Background: an optimization exercise with open tools, aiming at small area, a short achievable clock period and few clock cycles. Do not read the settings as production practice. Function was checked by simulation only, so behaviour that the tests miss may differ from the original. Power figures rest on the tool's default switching activity, not on a simulated workload.

==> inputs of amber <==
## vs_topk_core
module vs_topk_core (
    input  logic          clk,
    input  logic          reset_n,
    input  logic          start,
    input  logic          mode,
    input  logic [11:0]   base_addr,
    input  logic [9:0]    vector_count,
    input  logic [7:0]    dim_words,
    output logic          mem_rd_en,
    output logic [11:0]   mem_addr,
    input  logic [63:0]   mem_data,
    output logic          busy,
    output logic          done,
    output logic [2:0]    topk_count,
    output logic [127:0]  topk_score,
    output logic [39:0]   topk_id
);
==> module vs_topk_insert, before the edit <==
module vs_topk_insert (
    input  logic               clk,
    input  logic               clr,
    input  logic               ins_valid,
    input  logic signed [26:0] ins_score,
    input  logic [9:0]         ins_id,
    output logic [2:0]         count,
    output logic [127:0]       score_flat,
    output logic [39:0]        id_flat
);
    logic signed [26:0] score_q [4];
    logic [9:0]         id_q    [4];
    logic [2:0]         count_q;
    logic [3:0]         take;
    wire signed [26:0] in_score = clr ? 27'sd0 : ins_score;
    wire [9:0]         in_id    = clr ? 10'd0  : ins_id;
    always_comb
        for (int i = 0; i < 4; i++)
            take[i] = (count_q <= 3'(i)) || (ins_score > score_q[i]);
    always_ff @(posedge clk) begin
        for (int i = 0; i < 4; i++) begin
            if (clr || (ins_valid && take[i])) begin
                if (i > 0 && !clr && take[(i > 0) ? i - 1 : 0]) begin
                    score_q[i] <= score_q[(i > 0) ? i - 1 : 0];
                    id_q[i]    <= id_q[(i > 0) ? i - 1 : 0];
                end else begin
                    score_q[i] <= in_score;
                    id_q[i]    <= in_id;
                end
            end
        end
        if (clr)
            count_q <= 3'd0;
        else if (ins_valid && count_q != 3'd4)
            count_q <= count_q + 3'd1;
    end
    always_comb
        for (int i = 0; i < 4; i++) begin
            score_flat[32*i +: 32] = {{5{score_q[i][26]}}, score_q[i]};
            id_flat[10*i +: 10]    = id_q[i];
        end
    assign count = count_q;
endmodule
Settings: LEC_CHECK=0, CAP_MARGIN=20, CORE_MARGIN=2, CORE_UTILIZATION=60, CTS_BUF_LIST=sky130_fd_sc_hd__clkbuf_8, CTS_CLUSTER_DIAMETER=100, CTS_CLUSTER_SIZE=12, SLEW_MARGIN=20; clock period 15.0 ns.
standard.sh (not shown) runs the stock make flow with config.mk's settings and CLKGATE_MAP_FILE= SYNTH_SCRIPT=/design/flow/synth_recipe.tcl, a recipe that flattens the netlist after the stock synthesis.
==> flow/flow/run.sh <==
#!/bin/bash
# Layout: the standard ORFS flow with three changes:
#  1. after the standard synthesis, flow/polarity.py removes inverters by
#     choosing the polarity of signals around full adders (self-dual), gates
#     with a complementary twin (and2/nand2, ...) and xor2/xnor2;
#     registers are untouched;
#  2. the port buffers inserted during placement are sky130_fd_sc_hd__buf_1
#     (buffer_ports' own choice is the slower, larger clkdlybuf4s50_1);
#  3. repair_timing is asked for 10.8 ns of setup slack at the 15 ns clock.
set -euo pipefail
WH=$(grep -o 'WORK_HOME=[^ ]*' standard.sh | head -1 | cut -d= -f2)
RES="$WH/results/sky130hd/vs_topk_core/base"
bash standard.sh synth > make_synth.log 2>&1
cp "$RES/1_2_yosys.v" yosys_standard.v
python3 flow/polarity.py yosys_standard.v "$RES/1_2_yosys.v" > polarity.log 2>&1
bash standard.sh do-1_synth > make_synth_odb.log 2>&1
bash standard.sh finish "BUFFER_PORTS_ARGS=-buffer_cell sky130_fd_sc_hd__buf_1" SETUP_SLACK_MARGIN=10.8 > make_finish.log 2>&1
Other scripts of this flow, unchanged in this note and not shown: flow/flow/polarity.py
==> inputs of sierra, as changes to amber <==
--- a/flow/design.v
+++ b/flow/design.v
@@ -37,14 +37,22 @@
         for (int i = 0; i < 4; i++)
-            take[i] = (count_q <= 3'(i)) || (ins_score > score_q[i]);
-    always_ff @(posedge clk) begin
+            take[i] = (count_q <= 3'(i)) || (score_q[i] < ins_score);
+    logic [3:0] sel_h, sel_s, sel_n;
+    always_comb
         for (int i = 0; i < 4; i++) begin
-            if (clr || (ins_valid && take[i])) begin
-                if (i > 0 && !clr && take[(i > 0) ? i - 1 : 0]) begin
-                    score_q[i] <= score_q[(i > 0) ? i - 1 : 0];
-                    id_q[i]    <= id_q[(i > 0) ? i - 1 : 0];
-                end else begin
-                    score_q[i] <= in_score;
-                    id_q[i]    <= in_id;
-                end
-            end
+            sel_s[i] = (i > 0) && !clr && ins_valid && take[(i > 0) ? i - 1 : 0];
+            sel_n[i] = (clr || (ins_valid && take[i])) && !sel_s[i];
+            sel_h[i] = !(clr || (ins_valid && take[i]));
+        end
+    always_ff @(posedge clk) begin
+        if (!sel_h[0]) begin
+            score_q[0] <= in_score;
+            id_q[0]    <= in_id;
+        end
+        for (int i = 1; i < 4; i++) begin
+            score_q[i] <= ({27{sel_h[i]}} & score_q[i])
+                        | ({27{sel_s[i]}} & score_q[i - 1])
+                        | ({27{sel_n[i]}} & in_score);
+            id_q[i]    <= ({10{sel_h[i]}} & id_q[i])
+                        | ({10{sel_s[i]}} & id_q[i - 1])
+                        | ({10{sel_n[i]}} & in_id);
         end
--- a/flow/flow/run.sh
+++ b/flow/flow/run.sh
@@ -8,3 +8,3 @@
 #     (buffer_ports' own choice is the slower, larger clkdlybuf4s50_1);
-#  3. repair_timing is asked for 10.8 ns of setup slack at the 15 ns clock.
+#  3. repair_timing is asked for 10.7 ns of setup slack at the 15 ns clock.
 set -euo pipefail
@@ -16,2 +16,2 @@
 bash standard.sh do-1_synth > make_synth_odb.log 2>&1
-bash standard.sh finish "BUFFER_PORTS_ARGS=-buffer_cell sky130_fd_sc_hd__buf_1" SETUP_SLACK_MARGIN=10.8 > make_finish.log 2>&1
+bash standard.sh finish "BUFFER_PORTS_ARGS=-buffer_cell sky130_fd_sc_hd__buf_1" SETUP_SLACK_MARGIN=10.7 > make_finish.log 2>&1
==> inputs of indigo, as changes to amber <==
--- a/flow/flow/run.sh
+++ b/flow/flow/run.sh
@@ -8,3 +8,3 @@
 #     (buffer_ports' own choice is the slower, larger clkdlybuf4s50_1);
-#  3. repair_timing is asked for 10.8 ns of setup slack at the 15 ns clock.
+#  3. repair_timing is asked for 10.5 ns of setup slack at the 15 ns clock.
 set -euo pipefail
@@ -16,2 +16,2 @@
 bash standard.sh do-1_synth > make_synth_odb.log 2>&1
-bash standard.sh finish "BUFFER_PORTS_ARGS=-buffer_cell sky130_fd_sc_hd__buf_1" SETUP_SLACK_MARGIN=10.8 > make_finish.log 2>&1
+bash standard.sh finish "BUFFER_PORTS_ARGS=-buffer_cell sky130_fd_sc_hd__buf_1" SETUP_SLACK_MARGIN=10.5 > make_finish.log 2>&1
Settings changed: CTS_BUF_LIST sky130_fd_sc_hd__clkbuf_8 to not set, CTS_CLUSTER_DIAMETER 100 to 120, CTS_CLUSTER_SIZE 12 to 20.
==> inputs of xenon, as changes to amber <==
--- a/flow/design.v
+++ b/flow/design.v
@@ -38,13 +38,21 @@
             take[i] = (count_q <= 3'(i)) || (ins_score > score_q[i]);
-    always_ff @(posedge clk) begin
+    logic [3:0] sel_h, sel_s, sel_n;
+    always_comb
         for (int i = 0; i < 4; i++) begin
-            if (clr || (ins_valid && take[i])) begin
-                if (i > 0 && !clr && take[(i > 0) ? i - 1 : 0]) begin
-                    score_q[i] <= score_q[(i > 0) ? i - 1 : 0];
-                    id_q[i]    <= id_q[(i > 0) ? i - 1 : 0];
-                end else begin
-                    score_q[i] <= in_score;
-                    id_q[i]    <= in_id;
-                end
-            end
+            sel_s[i] = (i > 0) && !clr && ins_valid && take[(i > 0) ? i - 1 : 0];
+            sel_n[i] = (clr || (ins_valid && take[i])) && !sel_s[i];
+            sel_h[i] = !(clr || (ins_valid && take[i]));
+        end
+    always_ff @(posedge clk) begin
+        if (!sel_h[0]) begin
+            score_q[0] <= in_score;
+            id_q[0]    <= in_id;
+        end
+        for (int i = 1; i < 4; i++) begin
+            score_q[i] <= ({27{sel_h[i]}} & score_q[i])
+                        | ({27{sel_s[i]}} & score_q[i - 1])
+                        | ({27{sel_n[i]}} & in_score);
+            id_q[i]    <= ({10{sel_h[i]}} & id_q[i])
+                        | ({10{sel_s[i]}} & id_q[i - 1])
+                        | ({10{sel_n[i]}} & in_id);
         end
--- a/flow/flow/run.sh
+++ b/flow/flow/run.sh
@@ -8,3 +8,3 @@
 #     (buffer_ports' own choice is the slower, larger clkdlybuf4s50_1);
-#  3. repair_timing is asked for 10.8 ns of setup slack at the 15 ns clock.
+#  3. repair_timing is asked for 10.6 ns of setup slack at the 15 ns clock.
 set -euo pipefail
@@ -16,2 +16,2 @@
 bash standard.sh do-1_synth > make_synth_odb.log 2>&1
-bash standard.sh finish "BUFFER_PORTS_ARGS=-buffer_cell sky130_fd_sc_hd__buf_1" SETUP_SLACK_MARGIN=10.8 > make_finish.log 2>&1
+bash standard.sh finish "BUFFER_PORTS_ARGS=-buffer_cell sky130_fd_sc_hd__buf_1" SETUP_SLACK_MARGIN=10.6 > make_finish.log 2>&1
==> run summary <==
metric	sierra	amber	indigo	xenon
Switching power share of the total	0.465	0.461	0.461	0.470
Post-place instance area	27300 µm²	28600 µm²	28400 µm²	28000 µm²
Met2 WL post-DR	32100 µm	34600 µm	31600 µm	33400 µm
Gp weighted congestion	0.947	0.953	0.911	0.939
Maximum clock skew at final layout	0.0467 ns	0.0329 ns	0.0281 ns	0.0440 ns
Setup Fix Bufs, Post-CTS	2	109	0	0
#MultiIn Comb	1887	1841	1841	1915
Depth of the critical timing path with buffers and inverters included	1	1	11	1
Filler instances	3489	3417	3629	3603
Floorplan die height	211 µm	216 µm	216 µm	214 µm
Syn_nets	3156	3172	3172	3306
Via count of the first global-routing pass	20300	20500	20100	20600
CP Capture Point	topk_score[29]	topk_score[26]	r3_q[13]	topk_score[43]
Worst r2r src	pp_p[6]	pp_p[21]	pp_q[6]	pp_q[3]
Seq area share	0.286	0.298	0.313	0.280
Global-route met1 utilization	0.440	0.372	0.413	0.387
Share of cells above drive strength 1	0.0841	0.178	0.0386	0.0549
Status	complete, no violations	complete, no violations	complete, no violations	complete, no violations
Max FO, Critical Path	7	7	8	4
Total global routing track utilization	0.319	0.295	0.296	0.309
Clock transition at the register clock pins on the worst setup and hold paths after CTS	0.10 ns	0.09 ns	0.09 ns	0.09 ns
P_seq	1.54 mW	1.63 mW	1.66 mW	1.60 mW
Crit path largest cell delay	0.51 ns	0.51 ns	0.55 ns	0.50 ns
Static Leakage	12.0 nW	14.1 nW	12.8 nW	12.3 nW
Testbench counts of amber, summed over its fixed seeds: cycles 128,284.
Testbench counts of sierra, summed over its fixed seeds: cycles 128,284.
Testbench counts of indigo, summed over its fixed seeds: cycles 128,284.
Testbench counts of xenon, summed over its fixed seeds: cycles 128,284.

## port drivers added, routing unchanged
No port has a modelled driver above. Below, the same layouts with a new extraction and two added sets of constraints. Step 1 sets driving cells, clkbuf_16 on the clock port and buf_2 on the other inputs (assumed; they add their load-dependent delay and slew). Step 2 also shifts input and output timing later by t, the mid clock arrival at the registers, as if the neighbouring blocks saw the same clock. Three values: ideal, step 1, step 2; two values: the first two.
| run | shift t [ns] | setup slack, ns | worst setup path after step 2 | worst data-port slew with drivers (ns) | pins driven straight from the clock port |
|---|---|---|---|---|---|
| amber | 0.669 | 10.693 / 10.636 / 10.229 | input to register | 0.07 | 1 |
| sierra | 0.671 | 10.666 / 10.611 / 10.133 | input to register | 0.04 | 1 |
| indigo | 0.621 | 10.616 / 10.616 / 10.086 | input to register | 0.07 | 1 |
| xenon | 0.668 | 10.681 / 10.621 / 10.052 | input to register | 0.06 | 1 |
After both steps setup and hold are still met in every run listed. The setup slack of xenon, which loses most, moves by -0.060 ns with the drivers and by -0.629 ns with both steps.
